From an optimization exercise on the open Yosys and OpenROAD flow, aimed at small area; shortcuts taken in it are not production practice.
Function was checked by simulation only, so behaviour that the tests miss may differ from the original.
Power figures rest on the tool's default switching activity, not on a simulated workload.

==> flow/design.v <==
`default_nettype none
package bsr_format_pkg;
    typedef enum logic [1:0] {
        META_ROW_PTR = 2'd0,   
        META_COL_IDX = 2'd1    
    } meta_kind_e;
    parameter int META_ADDR_W = 8;    
    parameter int BLK_IDX_W   = 16;   
    parameter int BLK_POS_W   = 16;   
    typedef struct packed {
        meta_kind_e             kind;   
        logic [META_ADDR_W-1:0] addr;   
    } meta_req_t;
endpackage
`default_nettype wire
`default_nettype none
package bsr_sched_pkg;
    typedef enum logic [3:0] {
        IDLE        = 4'd0,    
        ROW_PTR_LO  = 4'd1,    
        ROW_PTR_HI  = 4'd2,    
        CHECK_EMPTY = 4'd3,    
        COL_IDX     = 4'd4,    
        LOAD        = 4'd5,    
        OFFER       = 4'd6,    
        WAIT_DONE   = 4'd7,    
        NEXT_BLOCK  = 4'd8,    
        NEXT_ROW    = 4'd9,    
        FINISH      = 4'd10    
    } sched_state_e;
    typedef struct packed {
        logic [15:0] row;   
        logic [15:0] col;   
    } block_pos_t;
endpackage
`default_nettype wire
`default_nettype none
module bsr_scheduler
#(
    parameter int BLOCK_DIM = 8   
) (
    input  wire logic        clk_gated,
    input  wire logic        rst_n,
    input  wire logic        start,
    input  wire logic [15:0] cfg_num_block_rows,
    output logic             meta_rd_en,
    output logic [9:0]       meta_req,
    input  wire logic [31:0] meta_rd_data,
    input  wire logic        meta_rd_valid,
    output logic             block_rd_en,
    output logic [31:0]      block_rd_addr,
    input  wire logic [7:0]  block_rd_data,
    output logic             systolic_valid,
    output logic [8*BLOCK_DIM*BLOCK_DIM-1:0] systolic_block,
    output logic [31:0]      systolic_pos,
    input  wire logic        systolic_ready,
    input  wire logic        systolic_done,
    output logic             busy,
    output logic             done,
    output logic [31:0]      blocks_processed
);
    localparam int NB = 8 * BLOCK_DIM * BLOCK_DIM;
    localparam logic [2:0] S_IDLE = 3'b000,   
                           S_DONE = 3'b001,   
                           S_B    = 3'b100,   
                           S_W    = 3'b101,   
                           S_P0   = 3'b010,   
                           S_P1   = 3'b011,   
                           S_C    = 3'b110,   
                           S_F    = 3'b111;   
    logic [2:0]    st;
    logic          pend;      
    logic [5:0]    k;         
    logic [7:0]    j;         
    logic [7:0]    row;       
    logic [7:0]    nrows;     
    logic [15:0]   col;       
    logic [NB-9:0] sr;        
    logic       rd_st;
    logic       ack;
    logic [7:0] row_p1;
    logic [7:0] d;
    logic       k_wrap;
    logic       same;
    logic [7:0] diff;      
    logic       last;
    assign rd_st   = st[1];
    assign ack     = pend & meta_rd_valid;
    assign row_p1  = row + 8'd1;
    assign d       = meta_rd_data[7:0];
    assign k_wrap  = (k == 6'd0);   
    assign diff    = j - (d | {8{st == S_W}});
    assign same    = (diff == 8'd0);
    assign last    = (row_p1 == nrows);
    assign busy           = st[2] | st[1];
    assign done           = (st == S_DONE);
    assign meta_rd_en     = rd_st & ~pend;
    assign meta_req[9]    = 1'b0;
    assign meta_req[8]    = (st == S_C);
    assign meta_req[7:0]  = (st == S_C) ? j : row_p1;
    assign block_rd_en    = busy;
    assign block_rd_addr  = {18'd0, j, k};
    assign systolic_valid = (st == S_B) & pend & k_wrap & systolic_ready;
    assign systolic_pos   = {8'd0, row, col};
    assign systolic_block = {block_rd_data, sr};
    assign blocks_processed = {24'd0, j};
    always_ff @(posedge clk_gated or negedge rst_n) begin
        if (!rst_n) begin
            st   <= S_IDLE;
            pend <= 1'b0;
            k    <= 6'd0;
        end else begin
            k <= k + 6'd1;
            if (rd_st) begin
                if (!pend) begin
                    pend <= 1'b1;
                end else if (meta_rd_valid) begin
                    pend <= 1'b0;
                    case (st)
                        S_P0: st <= S_P1;
                        S_P1: begin
                            if (!same)     st <= S_C;
                            else if (last) st <= S_F;
                        end
                        S_C:  st <= S_B;
                        default: st <= S_DONE;   
                    endcase
                end
            end else begin
                case (st)
                    S_B: begin
                        if (k_wrap) begin
                            if (!pend) pend <= 1'b1;
                            else if (systolic_ready) begin
                                pend <= 1'b0;
                                st   <= S_W;
                            end
                        end
                    end
                    S_W: if (systolic_done) st <= S_P1;
                    default: if (start) st <= S_P0;   
                endcase
            end
        end
    end
    always_ff @(posedge clk_gated) begin
        sr <= {block_rd_data, sr[NB-9:8]};
        if (!busy && start) begin
            nrows <= cfg_num_block_rows[7:0];
            row   <= 8'hFF;
        end
        if (ack) begin
            if (st == S_P0 || (st == S_P1 && same)) row <= last ? 8'hFF : row_p1;
            if (st == S_P0) j <= d;
            if (st == S_C) col <= meta_rd_data[15:0];
            if (st == S_F) j <= diff;
        end
        if (st == S_W && systolic_done) j <= diff;
    end
endmodule
`default_nettype wire
==> flow/flow/run.sh <==
#!/bin/bash
# Standard ORFS layout, with small port buffers (buf_1) instead of the
# default pick, and the clock tree settings below.
set -euo pipefail
cp config.mk my_config.mk
cat >> my_config.mk <<'MK'
export BUFFER_PORTS_ARGS = -buffer_cell sky130_fd_sc_hd__buf_1
MK
if [[ -f flow/extra.mk ]]; then cat flow/extra.mk >> my_config.mk; fi
sed "s#DESIGN_CONFIG=[^ ]*#DESIGN_CONFIG=$PWD/my_config.mk#" standard.sh > my_standard.sh
bash my_standard.sh > standard_flow.log 2>&1
==> flow/flow/extra.mk <==
export CTS_ARGS = -sink_clustering_enable -repair_clock_nets -dont_use_dummy_load -buf_list "sky130_fd_sc_hd__clkbuf_4 sky130_fd_sc_hd__clkbuf_8" -sink_clustering_size 20 -sink_clustering_max_diameter 60
export SKIP_REPAIR_TIE_FANOUT = 1
==> flow/standard.sh <==
#!/bin/bash
# synth_recipe.tcl (not shown) runs the flow's synth.tcl, then flattens the netlist and writes it again
# the make line also repeats each setting of config.mk as NAME=value (left out here)
make -C /OpenROAD-flow-scripts/flow DESIGN_CONFIG=/design/flow/config.mk WORK_HOME=/design/flow/orfs CLKGATE_MAP_FILE= SYNTH_SCRIPT=/design/flow/synth_recipe.tcl "${@:-finish}"
==> flow/config.mk <==
export PLATFORM = sky130hd
export DESIGN_NAME = bsr_scheduler
export DESIGN_NICKNAME = bsr_scheduler
export VERILOG_FILES = /design/flow/design.v
export SDC_FILE = /design/flow/constraint.sdc
export NUM_CORES = 4
export LEC_CHECK = 0
export CAP_MARGIN = 20
export CORE_AREA = 3 3 231 231
export DIE_AREA = 0 0 234 234
export PLACE_DENSITY = 0.6
export SLEW_MARGIN = 20
==> flow/constraint.sdc <==
create_clock -name core_clock -period 4.0 [get_ports {clk_gated}]
set_input_delay 0.8000 -clock core_clock [delete_from_list [all_inputs] [get_ports {clk_gated}]]
set_output_delay 0.8000 -clock core_clock [all_outputs]
set_load 0.01 [all_outputs]
==> results.json, run 1 <==
{
  "status": "finished clean",
  "area_growth_pct": 22.82,
  "hold_violations": 0,
  "syn_area_sq_um": 13470,
  "hold_buffers": 0,
  "fill_cells": 5119,
  "start_util": 0.2652,
  "required_ns": 4.48,
  "ios": 685,
  "cp-start-kind": "flip-flop",
  "drive_gt1_frac": 0.04170,
  "place.gp.congestion": 0.9950,
  "min_period_over_period": 0.8714,
  "grt_util_all_layers": 0.1226,
  "period_needed_ns": 3.486,
  "leakagePower_uw": 0.006322,
  "ys_types": 65,
  "slew_violations": 0,
  "whs_ns": 0.1932,
  "synthTopCellsByArea": "dfxtp_1, edfxtp_1, buf_4, dfrtp_1, ha_1",
  "grt_pass1_wl_mm": 50.63,
  "die_x_um": 234,
  "setup_tns_ns": 0,
  "cts_tree": "done",
  "drc": 0,
  "cts_buffers": 37,
  "dr.first_iter.drc_count": 385,
  "core_area_sq_um": 50790,
  "holdCritPathClass": "input port to async pin",
  "htree_levels": 2,
  "syn-mean-instance-area_sq_um": 15.97,
  "routed_via_density": 3.913,
  "cts_resized": 0,
  "antenna_cells": 0,
  "post-place-ws_ns": 0.4190,
  "clockBufferDepth": 3,
  "timing.fmax_ghz": 0.2869,
  "synth_fp_nets": 916,
  "power_density_nw_per_um2": 620.7,
  "yosys.area.top_type": "dfxtp_1",
  "async_flop_share": 0.01805,
  "irDropWorstVdd_v": 0.0003357,
  "maxCapViolations": 0,
  "cp_data_arrival_time_ns": 3.96,
  "antenna_found_initial": 1,
  "ant_nets": 0,
  "ys_seq_area_frac": 0.8511,
  "path_max_fanout": 13,
  "synth_edf_count": 32,
  "yosysWarnings": 1,
  "portBuffers": 609,
  "yosys_most_used_dff": "dfxtp_1",
  "yosys_register_bits": 554,
  "clk_latency_ns": 0.57,
  "grt_max_degree": 52,
  "routedWlPerCell_um": 17.39,
  "cts_num_sinks": 554,
  "row_count": 82,
  "clockRootBuffer": "clkbuf_8",
  "grt_overflow_total": 0,
  "vias": 8167,
  "synth_top_cell_area_share": 0.7611,
  "relSlewSlack": 0.3873,
  "skew_ns": 0.05419,
  "worst_pin_slew_ns": 0.9191,
  "first_pass_iters": 4,
  "crit_type": "flip-flop to flip-flop",
  "postCtsSetupRepairBufs": 0,
  "die_y_um": 234,
  "drt_wl_total_mm": 36.30,
  "syn_inst": 843,
  "dieArea_sq_um": 54760,
  "setup_violations": 0,
  "clk_pin_slew_ns": 0.07,
  "postLayoutSetupSlackWorst_ns": 0.5143,
  "grt_pass1_vias": 8180,
  "dp_hpwl_mm": 29.03,
  "rsz0062_at_grt": "false",
  "cp-end-kind": "flip-flop",
  "nets": 1490
}
==> path summary, 6_finish.rpt <==
| check | startpoint | endpoint | slack [ns] | cells past startpoint |
|---|---|---|---|---|
| setup / recovery | st[2] | row[2] | 0.51 | 12 |
| hold / removal | rst_n | st[2] | 0.19 | 1 |
| setup reg to reg | st[2] | row[2] | 0.51 | 12 |
| hold reg to reg | sr[457] | sr[449] | 0.31 | 0 |
| max in group asynchronous | rst_n | st[1] | 3.45 | 1 |
| min in group core_clock | sr[457] | sr[449] | 0.31 | 0 |
==> cell type report <==
class / instances / area, sq um / share of cell area
well taps: 672 / 840.8 / 0.05084
inverters: 17 / 63.81 / 0.003858
clock buffers: 37 / 509.2 / 0.03079
flip-flops and latches: 554 / 11460 / 0.6929
multi-input cells: 195 / 1356 / 0.08200
repair buffers: 612 / 2308 / 0.1396
==> layout by cell type (no fill, tap or decap), types with 2 or more instances in the layout <==
| master | instances |
|---|---|
| buf_1 | 609 |
| dfxtp_1 | 512 |
| clkbuf_8 | 37 |
| nor2_1 | 32 |
| edfxtp_1 | 32 |
| nand2_1 | 20 |
| inv_1 | 16 |
| a21oi_1 | 16 |
| xnor2_1 | 14 |
| o21ai_0 | 12 |
| ha_1 | 10 |
| dfrtp_1 | 10 |
| nand3_1 | 7 |
| nor3_1 | 7 |
| a211oi_1 | 6 |
| and3_1 | 5 |
| mux2i_1 | 4 |
| xor2_1 | 3 |
| nor2b_1 | 3 |
| nor4_1 | 3 |
| a22oi_1 | 3 |
| buf_4 | 3 |
| a31oi_1 | 2 |
| or2_2 | 2 |
| nor3b_1 | 2 |
| o211ai_1 | 2 |
| or3b_1 | 2 |
| a21o_1 | 2 |
| mux2_2 | 2 |
| xnor2_2 | 2 |
| xnor3_1 | 2 |
| a311oi_1 | 2 |
| a221oi_2 | 2 |
==> state kept, by name, summed over array words and instances (netlist names) <==
name / count
pend: 1
j: 8
col: 16
sr: 504
st: 3
row: 8
nrows: 8
k: 6
==> layer usage <==
layer	track usage	up-vias	share of wire
met2	0.2244	431	0.52
li1	-	3807	-
met1	0.1262	3867	0.35
met5	0	-	0
met4	0.04916	0	0.032
met3	0.04519	62	0.099
==> report_power, final <==
part | internal (uW) | total [uW] | switching, uW
sequential | 5920 | 6220 | 299
combinational | 593 | 1650 | 1060
clock | 837 | 2400 | 1560
==> through the flow <==
stage	cell area [sq um]	cells	utilization	power [uW]
global route	16540	2087	0.3257	10780
floorplan	13470	843	-	7398
finish	16540	2087	0.3257	10270
CTS	16540	2087	0.3257	10390
global placement	16030	2050	0.3156	7960
detailed placement	16030	2050	0.3156	7992
==> cell usage after synthesis (2+ instances only) <==
cell	number
nor4_1	3
edfxtp_1	32
xor2_1	3
a221oi_2	2
a22oi_1	3
nand2_1	20
xnor3_1	2
buf_6	3
nor3_1	7
a21o_1	2
mux2_2	2
o211ai_1	2
buf_4	68
o21ai_0	12
buf_2	2
inv_1	16
nor2_1	32
a211oi_1	6
dfrtp_1	10
or3b_1	2
and3_1	5
or2_2	2
xnor2_1	14
nor2b_1	3
xnor2_2	2
nand3_1	7
clkbuf_1	2
mux2i_1	4
nor3b_1	2
a311oi_1	2
a21oi_1	16
dfxtp_1	512
a31oi_1	2
ha_1	10
==> cell families after synthesis <==
| kind of cell | synth area share |
|---|---|
| fa+ha+maj | 0.01078 |
| xor+xnor | 0.01682 |
| other cells | 0.0002785 |
| mux | 0.004646 |
| buf+inv | 0.04822 |
| compound gates | 0.03261 |
| flops | 0.8511 |
| simple gates | 0.03559 |
==> worst max-delay path, stage by stage, from the launching register on <==
cell and delay, ns:
dfrtp_1 0.56, and3b_1 0.25, or2_2 0.12, ha_1 0.16, inv_1 0.06, fa_1 0.42
a211oi_1 0.36, nor2_1 0.13, a211oi_1 0.31, and2_2 0.24, and3_1 0.36, a21oi_4 0.14
a221oi_2 0.28
==> run 2, diff against run 1 <==
==> flow/flow/extra.mk (replaced) <==
export CTS_ARGS = -sink_clustering_enable -repair_clock_nets -dont_use_dummy_load -buf_list sky130_fd_sc_hd__clkbuf_16 -sink_clustering_size 32 -sink_clustering_max_diameter 60
export SKIP_REPAIR_TIE_FANOUT = 1
==> results.json, run 2 <==
{
  "cts_buffers": 29,
  "worst_pin_slew_ns": 0.9145,
  "ys_types": 65,
  "grt_util_all_layers": 0.1206,
  "synth_most_common_cell": "dfxtp_1",
  "layout_commonest_cell": "buf_1",
  "cp-end-kind": "flip-flop",
  "ys_seq_area_frac": 0.8511,
  "setup_tns_ns": 0,
  "syn-mean-instance-area_sq_um": 15.97,
  "pwr-share-clk": 0.268,
  "grt_overflow_total": 0,
  "power_density_nw_per_um2": 641.2,
  "ant_nets": 0,
  "cts_resized": 0,
  "yosys_most_used_dff": "dfxtp_1",
  "postLayoutSetupSlackWorst_ns": 0.5038,
  "routed-wl-met3_mm": 3.615,
  "portBuffers": 609,
  "fill_cells": 5085,
  "first_pass_iters": 4,
  "slew_violations": 0,
  "p_comb_frac": 0.153,
  "nets": 1482,
  "clk_pin_slew_ns": 0.06,
  "power_frac_seq": 0.579,
  "maxCapViolations": 0,
  "routed.top_layer": "met4",
  "leakagePower_uw": 0.006414,
  "clockRootBuffer": "clkbuf_16",
  "net-switching-power_uw": 2951,
  "routed_via_density": 3.895,
  "largest_register_ffs": 504,
  "synth_fp_nets": 916,
  "seq_area_sq_um": 11460,
  "period_needed_ns": 3.496,
  "ios": 685,
  "die_x_um": 234,
  "drt-met1-wl_mm": 12.84,
  "multi_input_area_sq_um": 1356,
  "cts_tree": "done",
  "yosys.area.top_type": "dfxtp_1",
  "synth_edf_count": 32,
  "timing.fmax_ghz": 0.2860,
  "drive_gt1_frac": 0.03625,
  "syn_area_sq_um": 13470,
  "clk_latency_ns": 0.59,
  "required_ns": 4.47,
  "reg.largest.list": "sr (504), col (16)",
  "min_period_over_period": 0.8741,
  "dr.first_iter.drc_count": 383,
  "route.met2.wl_mm": 18.77,
  "antenna_found_initial": 1,
  "hold_buffers": 0,
  "yosys_register_bits": 554,
  "yosysWarnings": 1,
  "path_max_fanout": 13,
  "synthTopCellsByCount": "dfxtp_1, buf_4, edfxtp_1, nor2_1, nand2_1",
  "synth_top_cell_area_share": 0.7611,
  "hold_violations": 0,
  "row_count": 82,
  "place.gp.congestion": 0.9950,
  "crit_type": "flip-flop to flip-flop",
  "dieArea_sq_um": 54760,
  "relSlewSlack": 0.3904,
  "cp_data_arrival_time_ns": 3.96,
  "post-place-ws_ns": 0.4190,
  "grt_pass1_vias": 8037,
  "status": "finished clean",
  "die_y_um": 234,
  "syn_inst": 843,
  "clockBufferDepth": 3,
  "rsz0062_at_grt": "false",
  "vias": 8098,
  "start_util": 0.2652,
  "skew_ns": 0.06721,
  "grt_max_degree": 52,
  "routedWlPerCell_um": 17.40,
  "cts_num_sinks": 554,
  "irDropWorstVdd_v": 0.0004312,
  "max_flop_register": "sr",
  "grt_pass1_wl_mm": 50.40,
  "drc": 0,
  "antenna_cells": 0,
  "synthTopCellsByArea": "dfxtp_1, edfxtp_1, buf_4, dfrtp_1, ha_1",
  "core_area_sq_um": 50790,
  "final_cell_mix": "buf_1, dfxtp_1, nor2_1, edfxtp_1, clkbuf_16",
  "cp-start-kind": "flip-flop",
  "p_sw_frac": 0.2747,
  "setup_violations": 0,
  "area_growth_pct": 24.43,
  "async_flop_share": 0.01805,
  "htree_levels": 1,
  "intPower_uw": 7793,
  "holdCritPathClass": "input port to async pin",
  "postCtsSetupRepairBufs": 0,
  "drt_wl_total_mm": 36.17,
  "dp_hpwl_mm": 29.03
}
## run 2: cell counts after synthesis
Identical to the previous run, type by type.
## run 2: path summary, 6_finish.rpt
path | from | to | slack, ns | depth (start not counted)
setup / recovery | st[2] | row[2] | 0.50 | 12
hold / removal | rst_n | st[2] | 0.20 | 1
setup reg to reg | st[2] | row[2] | 0.50 | 12
hold reg to reg | sr[457] | sr[449] | 0.30 | 0
max in group asynchronous | rst_n | k[1] | 3.43 | 1
min in group core_clock | sr[457] | sr[449] | 0.30 | 0
## run 2: area by class of cell
cell class,instances,share of cell area
Sequential cell,554,0.6840
Multi-Input combinational cell,195,0.08094
Inverter,17,0.003808
Clock buffer,29,0.04331
Tap cell,672,0.05018
Timing Repair Buffer,612,0.1378
## run 2: power groups by stage
| stage | Sequential [uW] | Clock [uW] | Combinational [uW] |
|---|---|---|---|
| 3_5_place_dp | 6340 | 0 | 1650 |
| 2_1_floorplan | 6360 | 0 | 1030 |
| 4_1_cts | 6220 | 2970 | 1660 |
| 3_3_place_gp | 6320 | 0 | 1640 |
| 6_report | 6220 | 2880 | 1650 |
| 5_1_grt | 6260 | 3170 | 1810 |
## run 2: through the flow
step                hold slack (ns)  cell area, sq um  power [uW]  utilization  std cells
floorplan                    0.3817             13470        7398            -        843
global placement             0.3309             16030        7960       0.3156       2050
detailed placement           0.3329             16030        7992       0.3156       2050
CTS                          0.1770             16760       10850       0.3299       2079
global route                 0.2251             16760       11240       0.3299       2079
finish                       0.2027             16760       10740       0.3299       2079
## run 2: kinds of logic after synthesis
group                    Yosys count  share of synthesized area
XOR/XNOR                          21                    0.01682
other                              1                  0.0002785
flip-flops                       554                     0.8511
AND/OR/NAND/NOR                   95                    0.03559
buffers and inverters             94                    0.04822
AO/OA/AOI/OAI                     61                    0.03261
adder cells (fa/ha/maj)           11                    0.01078
multiplexers                       6                   0.004646
## run 2: worst max-delay path, cell delays in order (launching register included)
cell and delay, ns:
dfrtp_1 0.55, and3b_1 0.25, or2_2 0.12, ha_1 0.16, inv_1 0.06, fa_1 0.42
a211oi_1 0.36, nor2_1 0.13, a211oi_1 0.32, and2_2 0.24, and3_1 0.37, a21oi_4 0.14
a221oi_2 0.28
## run 2: layer usage
layer / GRT usage / up-vias
met5: 0 / -
met4: 0.03194 / 0
met3: 0.04397 / 51
met2: 0.2264 / 417
met1: 0.1263 / 3837
li1: - / 3793
==> run 3, diff against run 2 <==
--- a/flow/design.v
+++ b/flow/design.v
@@ -60,6 +60,7 @@
     output logic [31:0]      blocks_processed
 );
     localparam int NB = 8 * BLOCK_DIM * BLOCK_DIM;
+    localparam logic [383:0] SLOT = 384'h830e3cfbf7ef5eb56ad5a366cd9b36eddbb76ed58b952264cb970e1e3468d3af5e3e74e950a162c583060e1408102040;
     localparam logic [2:0] S_IDLE = 3'b000,   
                            S_DONE = 3'b001,   
                            S_B    = 3'b100,   
@@ -102,7 +103,10 @@
     assign block_rd_addr  = {18'd0, j, k};
     assign systolic_valid = (st == S_B) & pend & k_wrap & systolic_ready;
     assign systolic_pos   = {8'd0, row, col};
-    assign systolic_block = {block_rd_data, sr};
+    for (genvar gi = 0; gi < 63; gi++) begin : g_slot
+        assign systolic_block[8*SLOT[6*gi +: 6] +: 8] = sr[8*gi +: 8];
+    end
+    assign systolic_block[8*SLOT[6*63 +: 6] +: 8] = block_rd_data;
     assign blocks_processed = {24'd0, j};
     always_ff @(posedge clk_gated or negedge rst_n) begin
         if (!rst_n) begin
@@ -110,7 +114,7 @@
             pend <= 1'b0;
             k    <= 6'd0;
         end else begin
-            k <= k + 6'd1;
+            k <= {k[4:0], k[5] ^ (k[4] | ~|k[3:0])};
             if (rd_st) begin
                 if (!pend) begin
                     pend <= 1'b1;
==> flow/flow/extra.mk (replaced) <==
export CTS_ARGS = -sink_clustering_enable -repair_clock_nets -dont_use_dummy_load -buf_list sky130_fd_sc_hd__clkbuf_8 -sink_clustering_size 20 -sink_clustering_max_diameter 60
export SKIP_REPAIR_TIE_FANOUT = 1
==> results.json, run 3 <==
{
  "status": "finished clean",
  "cp-start-kind": "flip-flop",
  "dieArea_sq_um": 54760,
  "synth_most_common_cell": "dfxtp_1",
  "relSlewSlack": 0.4895,
  "path_max_fanout": 13,
  "synthTopCellsByCount": "dfxtp_1, buf_4, nor2_1, edfxtp_1, nand2_1",
  "fill_cells": 5152,
  "clk_latency_ns": 0.60,
  "clockRootBuffer": "clkbuf_8",
  "largest_register_ffs": 504,
  "nets": 1468,
  "cts_buffers": 39,
  "vias": 8049,
  "yosys.area.top_type": "dfxtp_1",
  "postCtsSetupRepairBufs": 0,
  "die_x_um": 234,
  "antenna_found_initial": 0,
  "syn_area_sq_um": 13260,
  "first_pass_iters": 4,
  "core_area_sq_um": 50790,
  "synth_fp_nets": 891,
  "reg.largest.list": "sr (504), col (16)",
  "routed_via_density": 3.894,
  "layout_commonest_cell": "buf_1",
  "drc": 0,
  "yosysWarnings": 1,
  "drive_gt1_frac": 0.03728,
  "grt_pass1_vias": 8052,
  "timing.fmax_ghz": 0.2957,
  "syn-mean-instance-area_sq_um": 16.17,
  "instances_no_fill": 2067,
  "htree_levels": 2,
  "async_flop_share": 0.01805,
  "ant_nets": 0,
  "cts_resized": 0,
  "whs_ns": 0.1512,
  "worst_pin_slew_ns": 0.7599,
  "grt_pass1_wl_mm": 54.36,
  "synthTopCellsByArea": "dfxtp_1, edfxtp_1, buf_4, dfrtp_1, nor2_1",
  "place.gp.congestion": 0.8925,
  "cts_tree": "done",
  "rsz0062_at_grt": "false",
  "placed_area_sq_um": 15850,
  "routedWlPerCell_um": 19.72,
  "max_flop_register": "sr",
  "cp_data_arrival_time_ns": 3.89,
  "slew_violations": 0,
  "multi_input_area_sq_um": 1217,
  "ys_seq_area_frac": 0.8646,
  "final_cell_mix": "buf_1, dfxtp_1, clkbuf_8",
  "grt_util_all_layers": 0.1384,
  "period_needed_ns": 3.382,
  "required_ns": 4.51,
  "dr.first_iter.drc_count": 311,
  "yosys_most_used_dff": "dfxtp_1",
  "antenna_cells": 0,
  "seq_area_sq_um": 11460,
  "drt_wl_total_mm": 40.77,
  "clk_pin_slew_ns": 0.11,
  "hold_violations": 0,
  "start_util": 0.2610,
  "holdCritPathClass": "input port to async pin",
  "crit_type": "flip-flop to flip-flop",
  "skew_ns": 0.07378,
  "dp_hpwl_mm": 33.46,
  "area_growth_pct": 23.70,
  "cp-end-kind": "flip-flop",
  "clockBufferDepth": 3,
  "portBuffers": 609,
  "synth_top_cell_area_share": 0.7732,
  "setup_violations": 0,
  "die_y_um": 234,
  "syn_inst": 820,
  "ys_types": 60,
  "power_density_nw_per_um2": 621.4,
  "setup_tns_ns": 0,
  "final_area_sq_um": 16400,
  "yosys_register_bits": 554,
  "placedCellCount": 2027,
  "row_count": 82,
  "grt_overflow_total": 0,
  "cts_num_sinks": 554,
  "grt_max_degree": 52,
  "leakagePower_uw": 0.006223,
  "synth_edf_count": 32,
  "irDropWorstVdd_v": 0.0004171,
  "min_period_over_period": 0.8454,
  "maxCapViolations": 0,
  "hold_buffers": 0,
  "ios": 685
}
## run 3: power by group
| group | switching [uW] | total, uW | internal [uW] |
|---|---|---|---|
| combinational | 980 | 1540 | 556 |
| sequential | 282 | 6190 | 5910 |
| clock | 1580 | 2460 | 879 |
| total | 2850 | 10200 | 7340 |
## run 3: path summary, 6_finish.rpt
check | startpoint | slack, ns | end | depth (start not counted)
worst min register to register | sr[336] | 0.31 | sr[328] | 0
worst max-delay path | st[2] | 0.62 | row[0] | 12
max in group asynchronous | rst_n | 3.44 | st[0] | 1
worst max register to register | st[2] | 0.62 | row[0] | 12
min in group core_clock | sr[336] | 0.31 | sr[328] | 0
worst min-delay path | rst_n | 0.15 | k[4] | 1
## run 3: kinds of logic after synthesis
logic type,count (synthesis),synth area share
AOI/OAI and AO/OA,57,0.03049
xor gates and xnor gates,19,0.01312
adders and majority gates,9,0.009061
buffers and inverters,84,0.04379
DFF,554,0.8646
muxes,5,0.003964
other,1,0.0002829
and+or+nand+nor,91,0.03474
## run 3: area by class of cell
type | count | area share
flip-flops and latches | 554 | 0.6989
multi-input cells | 182 | 0.07424
clock buffers | 39 | 0.03273
well taps | 672 | 0.05127
repair buffers | 613 | 0.1412
inverters | 7 | 0.001602
## run 3: worst max-delay path, cell delays in order, from the launching register on
cell and delay, ns:
dfrtp_1 0.53, and3b_1 0.22, or2_2 0.10, ha_1 0.16, inv_1 0.06, fa_1 0.42
a21o_1 0.19, a21oi_1 0.17, xor2_1 0.21, o2111ai_1 0.18, and4bb_4 0.43, or2_0 0.43
mux2i_1 0.23
## run 3: per-layer routing
metal / global-route usage / wire, um / share of wire / vias up
li1: - / - / - / 3740
met1: 0.1328 / 13520 / 0.33 / 3786
met2: 0.2609 / 21250 / 0.52 / 445
met3: 0.04397 / 3814 / 0.094 / 78
met4: 0.07479 / 2184 / 0.054 / 0
met5: 0 / 0 / 0 / -
## run 3: metrics by stage
| stage | setup WS (ns) | util | power, uW |
|---|---|---|---|
| finish | 0.6183 | 0.3229 | 10190 |
| global route | 0.2504 | 0.3229 | 10680 |
| CTS | 0.5606 | 0.3227 | 10320 |
| detailed placement | 0.3191 | 0.3121 | 7854 |
| global placement | 0.3892 | 0.3121 | 7824 |
| floorplan | 1.020 | - | 7277 |
==> run 4, diff against run 3 <==
--- a/flow/design.v
+++ b/flow/design.v
@@ -149,7 +149,7 @@
     end
     always_ff @(posedge clk_gated) begin
         sr <= {block_rd_data, sr[NB-9:8]};
-        if (!busy && start) begin
+        if (!busy) begin   
             nrows <= cfg_num_block_rows[7:0];
             row   <= 8'hFF;
         end
==> results.json, run 4 <==
{
  "skew_ns": 0.03926,
  "cts_num_sinks": 554,
  "routed_via_density": 3.868,
  "status": "finished clean",
  "area_growth_pct": 23.41,
  "start_util": 0.2603,
  "required_ns": 4.52,
  "row_count": 82,
  "hold_buffers": 0,
  "cpPeakStageDelay_ns": 0.54,
  "slew_violations": 0,
  "syn_inst": 815,
  "synth_edf_count": 32,
  "synthTopCellsByArea": "dfxtp_1, edfxtp_1, buf_4, dfrtp_1, nor2_1",
  "crit_chain": "and3b_1, or2_2, ha_1, inv_1, fa_1, nor4b_1, o2111ai_1, and4bb_2, a21o_2, nand2b_2, o211a_1",
  "synth_top_cell_area_share": 0.7752,
  "cts_buffers": 36,
  "maxCapViolations": 0,
  "grt_pass1_wl_mm": 52.38,
  "postCtsSetupRepairBufs": 0,
  "final_cell_mix": "buf_1, dfxtp_1, clkbuf_8",
  "hold_violations": 0,
  "leakagePower_uw": 0.006209,
  "dieArea_sq_um": 54760,
  "antenna_found_initial": 0,
  "min_period_over_period": 0.8935,
  "drc": 0,
  "cp_data_arrival_time_ns": 4.10,
  "dp_hpwl_mm": 31.55,
  "largest_register_ffs": 504,
  "drive_gt1_frac": 0.03896,
  "layout_commonest_cell": "buf_1",
  "cts_resized": 0,
  "holdCritPathClass": "input port to async pin",
  "grt_max_degree": 52,
  "power_density_nw_per_um2": 623.0,
  "cp-end-kind": "flip-flop",
  "period_needed_ns": 3.574,
  "die_y_um": 234,
  "dr.first_iter.drc_count": 294,
  "grt_pass1_vias": 8033,
  "routedWlPerCell_um": 18.90,
  "clk_latency_ns": 0.62,
  "yosys_register_bits": 554,
  "relSlewSlack": 0.6348,
  "clk_pin_slew_ns": 0.11,
  "yosys.area.top_type": "dfxtp_1",
  "ys_types": 54,
  "async_flop_share": 0.01805,
  "ios": 685,
  "drt_wl_total_mm": 38.90,
  "reg.largest.list": "sr (504), col (16)",
  "yosysWarnings": 1,
  "place.gp.congestion": 0.8922,
  "htree_levels": 2,
  "vias": 7960,
  "power_uw": 10170,
  "worst_pin_slew_ns": 0.5478,
  "first_pass_iters": 5,
  "synth_most_common_cell": "dfxtp_1",
  "path_max_fanout": 16,
  "grt_util_all_layers": 0.1315,
  "timing.fmax_ghz": 0.2798,
  "die_x_um": 234,
  "cts_tree": "done",
  "rsz0062_at_grt": "false",
  "cpMaxStageDelayCell": "dfrtp_1",
  "clockRootBuffer": "clkbuf_8",
  "yosys_most_used_dff": "dfxtp_1",
  "setup_tns_ns": 0,
  "grt_overflow_total": 0,
  "syn-mean-instance-area_sq_um": 16.22,
  "synthTopCellsByCount": "dfxtp_1, buf_4, edfxtp_1, nor2_1, nand2_1",
  "nets": 1459,
  "portBuffers": 609,
  "syn_area_sq_um": 13220,
  "crit_type": "flip-flop to flip-flop",
  "clockBufferDepth": 3,
  "ys_seq_area_frac": 0.8668,
  "max_flop_register": "sr",
  "cp-start-kind": "flip-flop",
  "irDropWorstVdd_v": 0.0003919,
  "setup_violations": 0,
  "ant_nets": 0,
  "antenna_cells": 0,
  "synth_fp_nets": 886,
  "core_area_sq_um": 50790
}
## run 4: cell count changes after synthesis, sizes merged, moves of 3 or more
cell / delta
o21a: +3
o211a: +5
nor3: +4
mux2i: -3
a21oi: +5
nand3: +4
o221ai: -6
and2: -4
o31a: -5
o21ai: -3
nor2: -4
nand4: +3
## run 4: power by group
part           switching (uW)  internal, uW
combinational             976           570
sequential                303          5930
clock                    1570           816
## run 4: logic make-up after synthesis
kind of cell	count (synthesis)	share of synthesized area
flops	554	0.8668
xor+xnor	20	0.01486
fa+ha+maj	9	0.009085
buf+inv	87	0.04495
simple gates	85	0.03208
compound gates	56	0.02934
other cells	1	0.0002836
mux	3	0.002555
## run 4: through the flow
step                instance area, sq um  cells  setup WS (ns)  hold slack [ns]  utilization
floorplan                          13220    815         0.9302           0.3817            -
global placement                   15820   2022         0.4040           0.3325       0.3115
detailed placement                 15820   2022         0.2884           0.3337       0.3115
CTS                                16320   2058         0.4363           0.1068       0.3213
global route                       16320   2058         0.2347           0.1514       0.3213
finish                             16320   2058         0.4260           0.1574       0.3213
## run 4: layout make-up
type | instances | area, sq um
clock buffer | 36 | 495.5
fill | 5129 | 34470
inverter | 8 | 30.03
multi-input combinational | 174 | 1166
sequential | 554 | 11460
tap | 672 | 840.8
timing repair buffer | 614 | 2323
## run 4: critical path: cells and delay by family (launching register included)
kind	cells	cell delay [ns]
fa+ha+maj	2	0.64
flops	1	0.54
buf+inv	1	0.07
simple gates	5	1.60
compound gates	3	0.66
## run 4: final timing paths
path	startpoint	end	slack, ns	cells after the start
max	st[1]	row[4]	0.43	11
min in group core_clock	sr[246]	sr[238]	0.32	0
max reg2reg	st[1]	row[4]	0.43	11
min reg2reg	sr[246]	sr[238]	0.32	0
max in group asynchronous	rst_n	st[2]	3.47	1
min	rst_n	k[3]	0.16	1
## run 4: per-layer routing
metal,global-route usage,vias to the layer above,wire length [um]
li1,-,3712,-
met1,0.1292,3745,13460
met2,0.2449,433,19970
met3,0.04689,70,3816
met4,0.06217,0,1648
met5,0,-,0
==> run 5, diff against run 4 <==
--- a/flow/config.mk
+++ b/flow/config.mk
@@ -8,5 +8,5 @@
 export CAP_MARGIN = 20
 export CORE_AREA = 3 3 231 231
 export DIE_AREA = 0 0 234 234
-export PLACE_DENSITY = 0.6
+export PLACE_DENSITY = 0.35
 export SLEW_MARGIN = 20
==> results.json, run 5 <==
{
  "worst_pin_slew_ns": 0.8495,
  "cp-start-kind": "flip-flop",
  "maxCapViolations": 0,
  "slew_violations": 0,
  "yosys_most_used_dff": "dfxtp_1",
  "cp_data_arrival_time_ns": 4.00,
  "synth_fa_ha_area_frac": 0.009085,
  "leakagePower_uw": 0.006258,
  "largest_register_ffs": 504,
  "power_frac_seq": 0.594,
  "ant_nets": 0,
  "power_density_nw_per_um2": 635.5,
  "synth_most_common_cell": "dfxtp_1",
  "synth_xor_area_frac": 0.01486,
  "holdCritPathClass": "input port to async pin",
  "layout_commonest_cell": "buf_1",
  "yosys.area.top_type": "dfxtp_1",
  "grt_pass1_wl_mm": 53.58,
  "irDropWorstVdd_v": 0.0003109,
  "reg2regPathDepth": 11,
  "die_x_um": 234,
  "reg2reg_to": "row[7]",
  "routed_via_density": 3.777,
  "grt_util_all_layers": 0.1342,
  "status": "finished clean",
  "power_uw": 10430,
  "drive_gt1_frac": 0.04379,
  "synth_top_cell_area_share": 0.7752,
  "die_y_um": 234,
  "ios": 685,
  "cts_tree": "done",
  "setup_violations": 0,
  "core_area_sq_um": 50790,
  "grt_pass1_vias": 7864,
  "cts_resized": 0,
  "path_max_fanout": 16,
  "rr_startpoint": "st[2]",
  "place.gp.congestion": 0.7733,
  "period_needed_ns": 3.510,
  "cp-end-kind": "flip-flop",
  "async_flop_share": 0.01805,
  "synth_fp_nets": 886,
  "grt_overflow_total": 0,
  "portBuffers": 609,
  "area_growth_pct": 24.14,
  "clk_latency_ns": 0.61,
  "min_period_over_period": 0.8776,
  "final_cell_mix": "buf_1, dfxtp_1, clkbuf_8",
  "rsz0062_at_grt": "false",
  "pwr-share-clk": 0.250,
  "hold_violations": 0,
  "synthTopCellsByCount": "dfxtp_1, buf_4, edfxtp_1, nor2_1, nand2_1",
  "synth-simple-area-share": 0.03208,
  "nets": 1466,
  "syn-mean-instance-area_sq_um": 16.22,
  "hold_buffers": 0,
  "synth_compound_area_frac": 0.02934,
  "syn_inst": 815,
  "max_flop_register": "sr",
  "clockRootBuffer": "clkbuf_8",
  "row_count": 82,
  "fill_cells": 5243,
  "synth_top_family_by_area": "buffers and inverters",
  "drt_wl_total_mm": 39.33,
  "clk_pin_slew_ns": 0.11,
  "dr.first_iter.drc_count": 217,
  "first_pass_iters": 4,
  "routedWlPerCell_um": 19.05,
  "setup_tns_ns": 0,
  "htree_levels": 2,
  "required_ns": 4.49,
  "skew_ns": 0.06179,
  "vias": 7799,
  "drc": 0,
  "antenna_cells": 0,
  "cts_buffers": 43,
  "syn_area_sq_um": 13220,
  "dp_hpwl_mm": 31.83,
  "yosys_register_bits": 554,
  "ys_seq_area_frac": 0.8668,
  "postCtsSetupRepairBufs": 0,
  "antenna_found_initial": 0,
  "p_sw_frac": 0.2843,
  "net-switching-power_uw": 2966,
  "dieArea_sq_um": 54760,
  "crit_type": "flip-flop to flip-flop",
  "synthTopCellsByArea": "dfxtp_1, edfxtp_1, buf_4, dfrtp_1, nor2_1",
  "yosysWarnings": 1,
  "grt_max_degree": 52,
  "reg2reg_slack_ns": 0.49,
  "relSlewSlack": 0.4299,
  "timing.fmax_ghz": 0.2849,
  "synthMuxAreaShare": 0.002555,
  "reg.largest.list": "sr (504), col (16)",
  "start_util": 0.2603,
  "p_comb_frac": 0.156,
  "ys_types": 54,
  "intPower_uw": 7465,
  "synth_edf_count": 32,
  "cts_num_sinks": 554,
  "clockBufferDepth": 3
}
## run 5: cell types whose count changed in the layout (fill, tap and decap cells not counted)
cell,previous run,this run
o21ai_1,0,1
clkbuf_8,36,43
o21ai_0,8,7
## run 5: worst max-delay path by stage
stage | depth (start not counted) | endpoint | from
6_report | 11 | row[7] | st[2]
5_1_grt | 11 | row[7] | st[2]
4_1_cts | 11 | row[7] | st[2]
3_5_place_dp | 11 | row[7] | meta_rd_data[0]
3_3_place_gp | 11 | row[4] | meta_rd_data[0]
2_1_floorplan | 11 | row[0] | meta_rd_data[0]
## run 5: through the flow
step	instances	hold WS [ns]	area, sq um	utilization	setup slack [ns]
floorplan	815	0.3817	13220	-	0.9302
global placement	2022	0.3314	15820	0.3115	0.3623
detailed placement	2022	0.3330	15820	0.3115	0.2907
global route	2065	0.1042	16410	0.3232	0.2237
CTS	2065	0.06292	16410	0.3232	0.4750
finish	2065	0.1453	16410	0.3232	0.4896
## run 5: logic make-up (layout without fill, tap and decap cells)
family                     after synthesis  after routing
muxes                                    3              3
adders and majority gates                9              9
buffers and inverters                   87            665
DFF                                    554            554
xor gates and xnor gates                20             20
AOI/OAI and AO/OA                       56             56
and+or+nand+nor                         85             85
other                                    1              1
## run 5: area by class of cell
type	count	area, sq um	area share
Sequential cell	554	11460	0.6983
Timing Repair Buffer	614	2323	0.1416
Multi-Input combinational cell	174	1166	0.07105
Tap cell	672	840.8	0.05123
Clock buffer	43	591.8	0.03606
Inverter	8	30.03	0.001830
## run 5: metal layers
metal	vias up	share of wire	global-route usage
li1	3726	-	-
met1	3614	0.35	0.1339
met2	399	0.49	0.2357
met3	60	0.13	0.07301
met4	0	0.028	0.04839
met5	-	0	0
## run 5: critical path, stage by stage (launching register included)
cell,delay (ns)
dfrtp_1,0.50
and3b_1,0.26
or2_2,0.27
ha_1,0.19
inv_1,0.07
fa_1,0.43
nor4b_1,0.41
o2111ai_1,0.19
and4bb_2,0.39
a21o_2,0.32
nand2b_2,0.25
o211a_1,0.15
## run 5: power groups by stage
stage	Combinational (uW)	Clock, uW	Sequential [uW]
2_1_floorplan	961	0	6370
3_3_place_gp	1700	0	6320
3_5_place_dp	1670	0	6330
4_1_cts	1680	2780	6210
5_1_grt	1810	2960	6260
6_report	1630	2610	6200
==> run 6, diff against run 5 <==
--- a/flow/config.mk
+++ b/flow/config.mk
@@ -8,5 +8,5 @@
 export CAP_MARGIN = 20
 export CORE_AREA = 3 3 231 231
 export DIE_AREA = 0 0 234 234
-export PLACE_DENSITY = 0.35
+export PLACE_DENSITY = 0.9
 export SLEW_MARGIN = 20
==> results.json, run 6 <==
{
  "skew_ns": 0.06496,
  "core_area_sq_um": 50790,
  "slew_violations": 0,
  "routed_via_density": 3.942,
  "dp_hpwl_mm": 36.33,
  "maxCapViolations": 0,
  "drt_wl_total_mm": 44.03,
  "synth_fp_nets": 886,
  "dr.first_iter.drc_count": 362,
  "routedWlPerCell_um": 21.36,
  "cpPeakStageDelay_ns": 0.53,
  "area_growth_pct": 23.69,
  "synth_xor_area_frac": 0.01486,
  "ys_types": 54,
  "clockRootBuffer": "clkbuf_8",
  "status": "finished clean",
  "cts_num_sinks": 554,
  "grt_overflow_total": 0,
  "clk_latency_ns": 0.60,
  "yosys_most_used_dff": "dfxtp_1",
  "ios": 685,
  "start_util": 0.2603,
  "syn-mean-instance-area_sq_um": 16.22,
  "clk_pin_slew_ns": 0.11,
  "nets": 1461,
  "pwr-share-clk": 0.242,
  "cp-start-kind": "flip-flop",
  "synthTopCellsByArea": "dfxtp_1, edfxtp_1, buf_4, dfrtp_1, nor2_1",
  "path_max_fanout": 16,
  "yosysWarnings": 1,
  "yosys.area.top_type": "dfxtp_1",
  "synth_fa_ha_area_frac": 0.009085,
  "relSlewSlack": 0.3268,
  "drc": 0,
  "setup_tns_ns": 0,
  "first_pass_iters": 4,
  "synth_top_family_by_area": "buffers and inverters",
  "whs_ns": 0.1641,
  "clockBufferDepth": 3,
  "multi_input_area_sq_um": 1166,
  "drive_gt1_frac": 0.04035,
  "layout_commonest_cell": "buf_1",
  "ant_nets": 0,
  "hold_violations": 0,
  "grt_pass1_vias": 7873,
  "syn_inst": 815,
  "leakagePower_uw": 0.006226,
  "p_sw_frac": 0.2821,
  "synth_most_common_cell": "dfxtp_1",
  "synthTopCellsByCount": "dfxtp_1, buf_4, edfxtp_1, nor2_1, nand2_1",
  "path_buf_inv": 1,
  "syn_area_sq_um": 13220,
  "net-switching-power_uw": 2898,
  "timing.fmax_ghz": 0.2839,
  "grt_pass1_wl_mm": 56.97,
  "dieArea_sq_um": 54760,
  "required_ns": 4.50,
  "die_x_um": 234,
  "p_comb_frac": 0.149,
  "hold_buffers": 0,
  "vias": 8125,
  "final_cell_mix": "buf_1, dfxtp_1, clkbuf_8",
  "cts_buffers": 39,
  "synth_edf_count": 32,
  "row_count": 82,
  "power_density_nw_per_um2": 628.3,
  "htree_levels": 2,
  "fill_cells": 5023,
  "setup_violations": 0,
  "worst_pin_slew_ns": 1.005,
  "yosys_register_bits": 554,
  "power_frac_seq": 0.609,
  "largest_register_ffs": 504,
  "period_needed_ns": 3.522,
  "ys_seq_area_frac": 0.8668,
  "synth-simple-area-share": 0.03208,
  "max_flop_register": "sr",
  "place.gp.congestion": 0.9129,
  "min_period_over_period": 0.8805,
  "grt_util_all_layers": 0.1487,
  "async_flop_share": 0.01805,
  "grt_max_degree": 52,
  "cp_data_arrival_time_ns": 4.02,
  "synthMuxAreaShare": 0.002555,
  "die_y_um": 234,
  "reg.largest.list": "sr (504), col (16)",
  "intPower_uw": 7377,
  "synth_compound_area_frac": 0.02934,
  "cpMaxStageDelayCell": "dfrtp_1",
  "cts_resized": 0,
  "holdCritPathClass": "input port to async pin",
  "crit_type": "flip-flop to flip-flop",
  "cp_top_family": "simple AND/OR/NAND/NOR gates",
  "cts_tree": "done",
  "crit_chain": "and3b_1, or2_2, ha_1, inv_1, fa_1, nor4b_1, o2111ai_1, and4bb_2, a21o_2, nand2b_2, o211a_1",
  "postCtsSetupRepairBufs": 0,
  "antenna_found_initial": 0,
  "cp-end-kind": "flip-flop",
  "rsz0062_at_grt": "false",
  "portBuffers": 609,
  "irDropWorstVdd_v": 0.0004297,
  "seq_area_sq_um": 11460,
  "synth_top_cell_area_share": 0.7752
}
==> run 6: path summary, 6_finish.rpt <==
check,depth (start not counted),from,slack (ns),endpoint
worst max-delay path,11,st[1],0.48,row[6]
worst min-delay path,1,rst_n,0.16,k[2]
worst max register to register,11,st[1],0.48,row[6]
worst min register to register,0,sr[64],0.27,sr[56]
max in group asynchronous,1,rst_n,3.40,st[2]
min in group core_clock,0,sr[64],0.27,sr[56]
==> run 6: area by class of cell <==
class / count / area share
tap: 672 / 0.05142
antenna: 1 / 0.0001530
timing repair buffer: 613 / 0.1416
multi-input combinational: 174 / 0.07131
inverter: 8 / 0.001836
clock buffer: 39 / 0.03282
sequential: 554 / 0.7008
==> run 6: cell families (layout without fill, tap and decap cells) <==
kind of cell | Yosys count | count (layout)
simple gates | 85 | 85
buf+inv | 87 | 660
flops | 554 | 554
fa+ha+maj | 9 | 9
mux | 3 | 3
other cells | 1 | 2
xor+xnor | 20 | 20
compound gates | 56 | 56
==> run 6: power by group through the flow <==
stage               combinational, uW  sequential (uW)  clock (uW)
finish                           1530             6260        2490
global route                     1670             6300        2730
CTS                              1540             6260        2580
detailed placement               1530             6380           0
global placement                 1500             6360           0
floorplan                         961             6370           0
==> run 6: per-stage QoR <==
stage | cells | util | area (sq um) | setup slack (ns) | total power (uW)
after floorplan | 815 | - | 13220 | 0.9302 | 7330
after global placement | 2021 | 0.3114 | 15810 | 0.4816 | 7861
after detailed placement | 2021 | 0.3114 | 15810 | 0.4314 | 7912
after CTS | 2060 | 0.3220 | 16350 | 0.5657 | 10380
after global routing | 2060 | 0.3220 | 16350 | 0.2235 | 10700
final | 2061 | 0.3220 | 16350 | 0.4779 | 10270
==> run 6: routing by layer <==
layer | part of all wire | GRT usage | up-vias | wire length, um
li1 | - | - | 3720 | -
met4 | 0.038 | 0.06025 | 0 | 1657
met3 | 0.087 | 0.04580 | 63 | 3815
met5 | 0 | 0 | - | 0
met1 | 0.33 | 0.1369 | 3862 | 14310
met2 | 0.55 | 0.2982 | 480 | 24240
==> run 7, diff against run 6 <==
==> flow/flow/extra.mk (replaced) <==
export CTS_ARGS = -sink_clustering_enable -repair_clock_nets -dont_use_dummy_load -buf_list sky130_fd_sc_hd__clkbuf_4 -root_buf sky130_fd_sc_hd__clkbuf_8 -sink_clustering_size 11 -sink_clustering_max_diameter 40
export SKIP_REPAIR_TIE_FANOUT = 1
--- a/flow/config.mk
+++ b/flow/config.mk
@@ -8,5 +8,5 @@
 export CAP_MARGIN = 20
 export CORE_AREA = 3 3 231 231
 export DIE_AREA = 0 0 234 234
-export PLACE_DENSITY = 0.9
+export PLACE_DENSITY = 0.6
 export SLEW_MARGIN = 20
==> results.json, run 7 <==
{
  "synth_most_common_cell": "dfxtp_1",
  "crit_chain": "and3b_1, or2_2, ha_1, inv_1, fa_1, nor4b_1, o2111ai_1, and4bb_2, a21o_2, nand2b_2, o211a_1",
  "cpPeakStageDelay_ns": 0.52,
  "hold_buffers": 0,
  "dr.first_iter.drc_count": 204,
  "min_period_over_period": 0.8881,
  "antenna_cells": 0,
  "clk_pin_slew_ns": 0.11,
  "core_area_sq_um": 50790,
  "routed_via_density": 3.900,
  "status": "finished clean",
  "hold_violations": 0,
  "synth_top_cell_area_share": 0.7752,
  "layout_commonest_cell": "buf_1",
  "drive_gt1_frac": 0.06131,
  "htree_levels": 3,
  "cpMaxStageDelayCell": "dfrtp_1",
  "synth_fp_nets": 886,
  "placedCellCount": 2022,
  "yosys_register_bits": 554,
  "p_comb_frac": 0.150,
  "power_frac_seq": 0.604,
  "start_util": 0.2603,
  "final_cell_mix": "buf_1, dfxtp_1, clkbuf_4",
  "grt_pass1_wl_mm": 53.21,
  "clockBufferDepth": 3,
  "antenna_found_initial": 0,
  "ios": 685,
  "yosysWarnings": 1,
  "ys_types": 54,
  "ant_nets": 0,
  "grt_max_degree": 52,
  "power_density_nw_per_um2": 629.0,
  "worst_pin_slew_ns": 0.5631,
  "postCtsSetupRepairBufs": 0,
  "row_count": 82,
  "die_x_um": 234,
  "cts_buffers": 69,
  "synth_edf_count": 32,
  "leakagePower_uw": 0.006290,
  "drt_wl_total_mm": 39.36,
  "dieArea_sq_um": 54760,
  "path_max_fanout": 16,
  "yosys.area.top_type": "dfxtp_1",
  "synthTopCellsByCount": "dfxtp_1, buf_4, edfxtp_1, nor2_1, nand2_1",
  "rsz0062_at_grt": "false",
  "p_sw_frac": 0.2823,
  "cts_tree": "done",
  "ys_seq_area_frac": 0.8668,
  "max_flop_register": "sr",
  "crit_type": "flip-flop to flip-flop",
  "slew_violations": 0,
  "clockRootBuffer": "clkbuf_8",
  "async_flop_share": 0.01805,
  "drc": 0,
  "cts_resized": 0,
  "relSlewSlack": 0.6261,
  "skew_ns": 0.06197,
  "required_ns": 4.50,
  "place.gp.congestion": 0.8922,
  "cp-end-kind": "flip-flop",
  "intPower_uw": 7402,
  "timing.fmax_ghz": 0.2815,
  "pwr-share-clk": 0.246,
  "setup_violations": 0,
  "cp_data_arrival_time_ns": 4.06,
  "net-switching-power_uw": 2911,
  "first_pass_iters": 4,
  "instances_no_fill": 2091,
  "cts_num_sinks": 554,
  "syn-mean-instance-area_sq_um": 16.22,
  "grt_pass1_vias": 8353,
  "yosys_most_used_dff": "dfxtp_1",
  "portBuffers": 609,
  "holdCritPathClass": "input port to async pin",
  "syn_area_sq_um": 13220,
  "clk_latency_ns": 0.61,
  "reg.largest.list": "sr (504), col (16)",
  "grt_overflow_total": 0,
  "maxCapViolations": 0,
  "irDropWorstVdd_v": 0.0003158,
  "cp-start-kind": "flip-flop",
  "die_y_um": 234,
  "setup_tns_ns": 0,
  "nets": 1492,
  "dp_hpwl_mm": 31.55,
  "synthTopCellsByArea": "dfxtp_1, edfxtp_1, buf_4, dfrtp_1, nor2_1",
  "syn_inst": 815,
  "vias": 8155,
  "largest_register_ffs": 504,
  "grt_util_all_layers": 0.1344,
  "period_needed_ns": 3.552,
  "area_growth_pct": 24.01,
  "routedWlPerCell_um": 18.82
}
-- run 7: layer usage --
metal  GRT usage  vias to the layer above  share of wire
li1            -                     3802              -
met1      0.1285                     3822           0.34
met2      0.2429                      452           0.51
met3     0.05588                       79           0.10
met4     0.07517                        0          0.046
met5           0                        -              0
-- run 7: kinds of logic (layout without fill, tap and decap cells) --
logic type	after synthesis	in the layout	synth area share
muxes	3	3	0.002555
and+or+nand+nor	85	85	0.03208
other	1	1	0.0002836
buffers and inverters	87	691	0.04495
xor gates and xnor gates	20	20	0.01486
AOI/OAI and AO/OA	56	56	0.02934
adders and majority gates	9	9	0.009085
DFF	554	554	0.8668
-- run 7: cell type report --
class	instances	area, sq um
timing repair buffer	614	2323
sequential	554	11460
multi-input combinational	174	1166
inverter	8	30.03
fill	5129	34390
tap	672	840.8
clock buffer	69	574.3
-- run 7: worst paths after layout --
check                         from  depth (start not counted)  slack, ns  endpoint
max in group asynchronous    rst_n                          1       3.44     st[2]
setup reg to reg             st[1]                         11       0.45    row[7]
hold / removal               rst_n                          1       0.16      k[5]
hold reg to reg            sr[241]                          0       0.30   sr[233]
min in group core_clock    sr[241]                          0       0.30   sr[233]
setup / recovery             st[1]                         11       0.45    row[7]
-- run 7: through the flow --
stage	hold slack [ns]	util	cell area [sq um]	total power, uW	setup WS (ns)
2_1_floorplan	0.3817	-	13220	7330	0.9302
3_3_place_gp	0.3325	0.3115	15820	7886	0.4040
3_5_place_dp	0.3337	0.3115	15820	7915	0.2884
4_1_cts	0.08058	0.3228	16400	10470	0.4640
5_1_grt	0.1246	0.3228	16400	10830	0.2566
6_report	0.1644	0.3228	16400	10310	0.4475
-- run 7: power by group through the flow --
stage | combinational, uW | clock (uW) | sequential, uW
6_report | 1550 | 2530 | 6230
2_1_floorplan | 961 | 0 | 6370
3_5_place_dp | 1550 | 0 | 6360
5_1_grt | 1690 | 2850 | 6280
4_1_cts | 1560 | 2670 | 6240
3_3_place_gp | 1540 | 0 | 6340
-- run 7: worst max-delay path, delay by kind of cell (launching register included) --
| family | cells | cell delay (ns) |
|---|---|---|
| and+or+nand+nor | 5 | 1.61 |
| AOI/OAI and AO/OA | 3 | 0.66 |
| adders and majority gates | 2 | 0.64 |
| DFF | 1 | 0.52 |
| buffers and inverters | 1 | 0.07 |
==> run 8, diff against run 7 <==
==> flow/flow/extra.mk (replaced) <==
export CTS_ARGS = -sink_clustering_enable -repair_clock_nets -dont_use_dummy_load -buf_list sky130_fd_sc_hd__clkbuf_8 -sink_clustering_size 18 -sink_clustering_max_diameter 100
export SKIP_REPAIR_TIE_FANOUT = 1
==> results.json, run 8 <==
{
  "status": "finished clean",
  "die_y_um": 234,
  "dr.first_iter.drc_count": 296,
  "reg2reg_slack_ns": 0.43,
  "grt_util_all_layers": 0.1320,
  "row_count": 82,
  "hold_violations": 0,
  "synth_compound_area_frac": 0.02934,
  "synth_top_family_by_area": "buffers and inverters",
  "syn-mean-instance-area_sq_um": 16.22,
  "intPower_uw": 7315,
  "vias": 7934,
  "setup_violations": 0,
  "nets": 1459,
  "antenna_cells": 0,
  "synth_fp_nets": 886,
  "start_util": 0.2603,
  "cp-end-kind": "flip-flop",
  "irDropWorstVdd_v": 0.0004086,
  "skew_ns": 0.03513,
  "setup_tns_ns": 0,
  "synth-simple-area-share": 0.03208,
  "rr_startpoint": "st[2]",
  "drc": 0,
  "postCtsSetupRepairBufs": 0,
  "synth_fa_ha_area_frac": 0.009085,
  "use_met1": 0.1321,
  "synth_top_cell_area_share": 0.7752,
  "place.gp.congestion": 0.8922,
  "synthTopCellsByArea": "dfxtp_1, edfxtp_1, buf_4, dfrtp_1, nor2_1",
  "routedWlPerCell_um": 18.92,
  "clockRootBuffer": "clkbuf_8",
  "leakagePower_uw": 0.006209,
  "portBuffers": 609,
  "routed_via_density": 3.855,
  "required_ns": 4.56,
  "antenna_found_initial": 0,
  "timing.fmax_ghz": 0.2801,
  "power_frac_seq": 0.612,
  "power_density_nw_per_um2": 623.6,
  "drt_wl_total_mm": 38.95,
  "first_pass_iters": 4,
  "yosys.area.top_type": "dfxtp_1",
  "crit_chain": "and3b_1, or2_2, ha_1, inv_1, fa_1, nor4b_1, o2111ai_1, and4bb_2, a21o_2, nand2b_2, o211a_1",
  "synth_xor_area_frac": 0.01486,
  "rsz0062_at_grt": "false",
  "core_area_sq_um": 50790,
  "cts_num_sinks": 554,
  "grt_max_degree": 52,
  "cts_resized": 0,
  "synthMuxAreaShare": 0.002555,
  "grt_use_met3": 0.04871,
  "synth_most_common_cell": "dfxtp_1",
  "async_flop_share": 0.01805,
  "dp_hpwl_mm": 31.55,
  "slew_violations": 0,
  "p_comb_frac": 0.152,
  "final_area_sq_um": 16320,
  "reg.largest.list": "sr (504), col (16)",
  "grt_pass1_vias": 8001,
  "cp-start-kind": "flip-flop",
  "cts_tree": "done",
  "grt_overflow_total": 0,
  "drive_gt1_frac": 0.03896,
  "cpMaxStageDelayCell": "dfrtp_1",
  "placed_area_sq_um": 15820,
  "use_met2": 0.2436,
  "worst_pin_slew_ns": 0.5553,
  "min_period_over_period": 0.8927,
  "pwr-share-clk": 0.236,
  "clk_pin_slew_ns": 0.12,
  "final_cell_mix": "buf_1, dfxtp_1, clkbuf_8",
  "clockBufferDepth": 3,
  "synthTopCellsByCount": "dfxtp_1, buf_4, edfxtp_1, nor2_1, nand2_1",
  "maxCapViolations": 0,
  "holdCritPathClass": "input port to async pin",
  "cpPeakStageDelay_ns": 0.52,
  "layout_commonest_cell": "buf_1",
  "cts_buffers": 36,
  "grt_pass1_wl_mm": 52.63,
  "syn_inst": 815,
  "synth_edf_count": 32,
  "ant_nets": 0,
  "ys_seq_area_frac": 0.8668,
  "largest_register_ffs": 504,
  "dieArea_sq_um": 54760,
  "gr-max-usage-layer": "met2",
  "hold_buffers": 0,
  "crit_type": "flip-flop to flip-flop",
  "startpoint": "st[2]",
  "yosys_most_used_dff": "dfxtp_1",
  "area_growth_pct": 23.41,
  "ys_types": 54,
  "die_x_um": 234,
  "yosys_register_bits": 554,
  "ios": 685,
  "net-switching-power_uw": 2859,
  "clk_latency_ns": 0.61,
  "relSlewSlack": 0.6298,
  "path_max_fanout": 16,
  "period_needed_ns": 3.571,
  "htree_levels": 2,
  "max_flop_register": "sr",
  "p_sw_frac": 0.2810,
  "yosysWarnings": 1,
  "reg2reg_to": "row[4]",
  "syn_area_sq_um": 13220,
  "cp_data_arrival_time_ns": 4.13,
  "reg2regPathDepth": 11
}
[run 8: critical path, delay by kind of cell (launching register included)]
family | cells | cell delay (ns)
AND/OR/NAND/NOR | 5 | 1.62
adder cells (fa/ha/maj) | 2 | 0.64
buffers and inverters | 1 | 0.07
AO/OA/AOI/OAI | 3 | 0.67
flip-flops | 1 | 0.52
[run 8: cell families after synthesis]
group | Yosys count
compound gates | 56
buf+inv | 87
simple gates | 85
mux | 3
xor+xnor | 20
other cells | 1
fa+ha+maj | 9
flops | 554
[run 8: power groups by stage]
stage | clock network [uW] | registers (uW) | logic, uW
after floorplan | 0 | 6370 | 961
after global placement | 0 | 6340 | 1540
after detailed placement | 0 | 6360 | 1550
after CTS | 2500 | 6240 | 1560
after global routing | 2690 | 6280 | 1690
final | 2400 | 6230 | 1550
[run 8: per-layer routing]
layer  wire length [um]  vias to the layer above
met2              19890                      427
met4               1571                        0
met3               3944                       63
li1                   -                     3708
met5                  0                        -
met1              13540                     3736
[run 8: cell type report]
cell class,instances,area (sq um)
fillers,5122,34470
flip-flops and latches,554,11460
repair buffers,614,2323
multi-input cells,174,1166
well taps,672,840.8
clock buffers,36,495.5
inverters,8,30.03
[run 8: stage by stage]
stage | hold slack (ns) | instances | total power [uW] | utilization | worst slack (ns)
after global placement | 0.3325 | 2022 | 7886 | 0.3115 | 0.4040
final | 0.1344 | 2058 | 10170 | 0.3213 | 0.4293
after CTS | 0.07309 | 2058 | 10300 | 0.3213 | 0.4553
after detailed placement | 0.3337 | 2022 | 7915 | 0.3115 | 0.2884
after global routing | 0.1062 | 2058 | 10660 | 0.3213 | 0.2668
after floorplan | 0.3817 | 815 | 7330 | - | 0.9302
[run 8: worst max path at each step]
stage                     endpoint  slack [ns]  cells past startpoint
after global routing        row[4]        0.27                     11
after global placement      row[5]        0.40                     11
after CTS                   row[2]        0.46                     11
after floorplan             row[0]        0.93                     11
final                       row[4]        0.43                     11
after detailed placement    row[2]        0.29                     11

==> re-timing with driven ports <==
In the flow no input, the clock included, has a driving cell. The finished layouts below were timed again as built, in two steps. Step 1 assumes that a clkbuf_16 drives the clock port and a buf_2 every other input. Step 2 adds t to the input delays and takes it off the output delays; t is the mean of the earliest and latest rising clock arrival at the registers after step 1. Input paths then give back, and output paths get back, about the clock's delay inside the block. a / b / c = ideal / step 1 / step 2; a / b = the first two.
| run | t, ns | slack for setup (ns) | hold slack, ns | worst register clock-pin slew, ns |
|---|---|---|---|---|
| run 1 | 0.602 | 0.514 / 0.514 / 0.327 | 0.193 / 0.186 / 0.306 | 0.11 / 0.11 |
| run 2 | 0.611 | 0.504 / 0.504 / 0.304 | 0.203 / 0.192 / 0.297 | 0.11 / 0.11 |
| run 3 | 0.611 | 0.618 / 0.611 / 0.273 | 0.151 / 0.155 / 0.309 | 0.12 / 0.12 |
| run 4 | 0.637 | 0.426 / 0.426 / 0.233 | 0.157 / 0.151 / 0.319 | 0.11 / 0.11 |
| run 5 | 0.631 | 0.490 / 0.490 / 0.278 | 0.145 / 0.126 / 0.289 | 0.12 / 0.12 |
| run 6 | 0.615 | 0.478 / 0.478 / 0.290 | 0.164 / 0.149 / 0.266 | 0.12 / 0.12 |
| run 7 | 0.619 | 0.448 / 0.448 / 0.225 | 0.164 / 0.158 / 0.295 | 0.11 / 0.11 |
| run 8 | 0.629 | 0.429 / 0.429 / 0.270 | 0.134 / 0.131 / 0.335 | 0.12 / 0.12 |
After both steps every run listed still meets setup and hold. The setup slack of run 3, which loses most, moves by -0.007 ns with the drivers and by -0.345 ns with both steps.
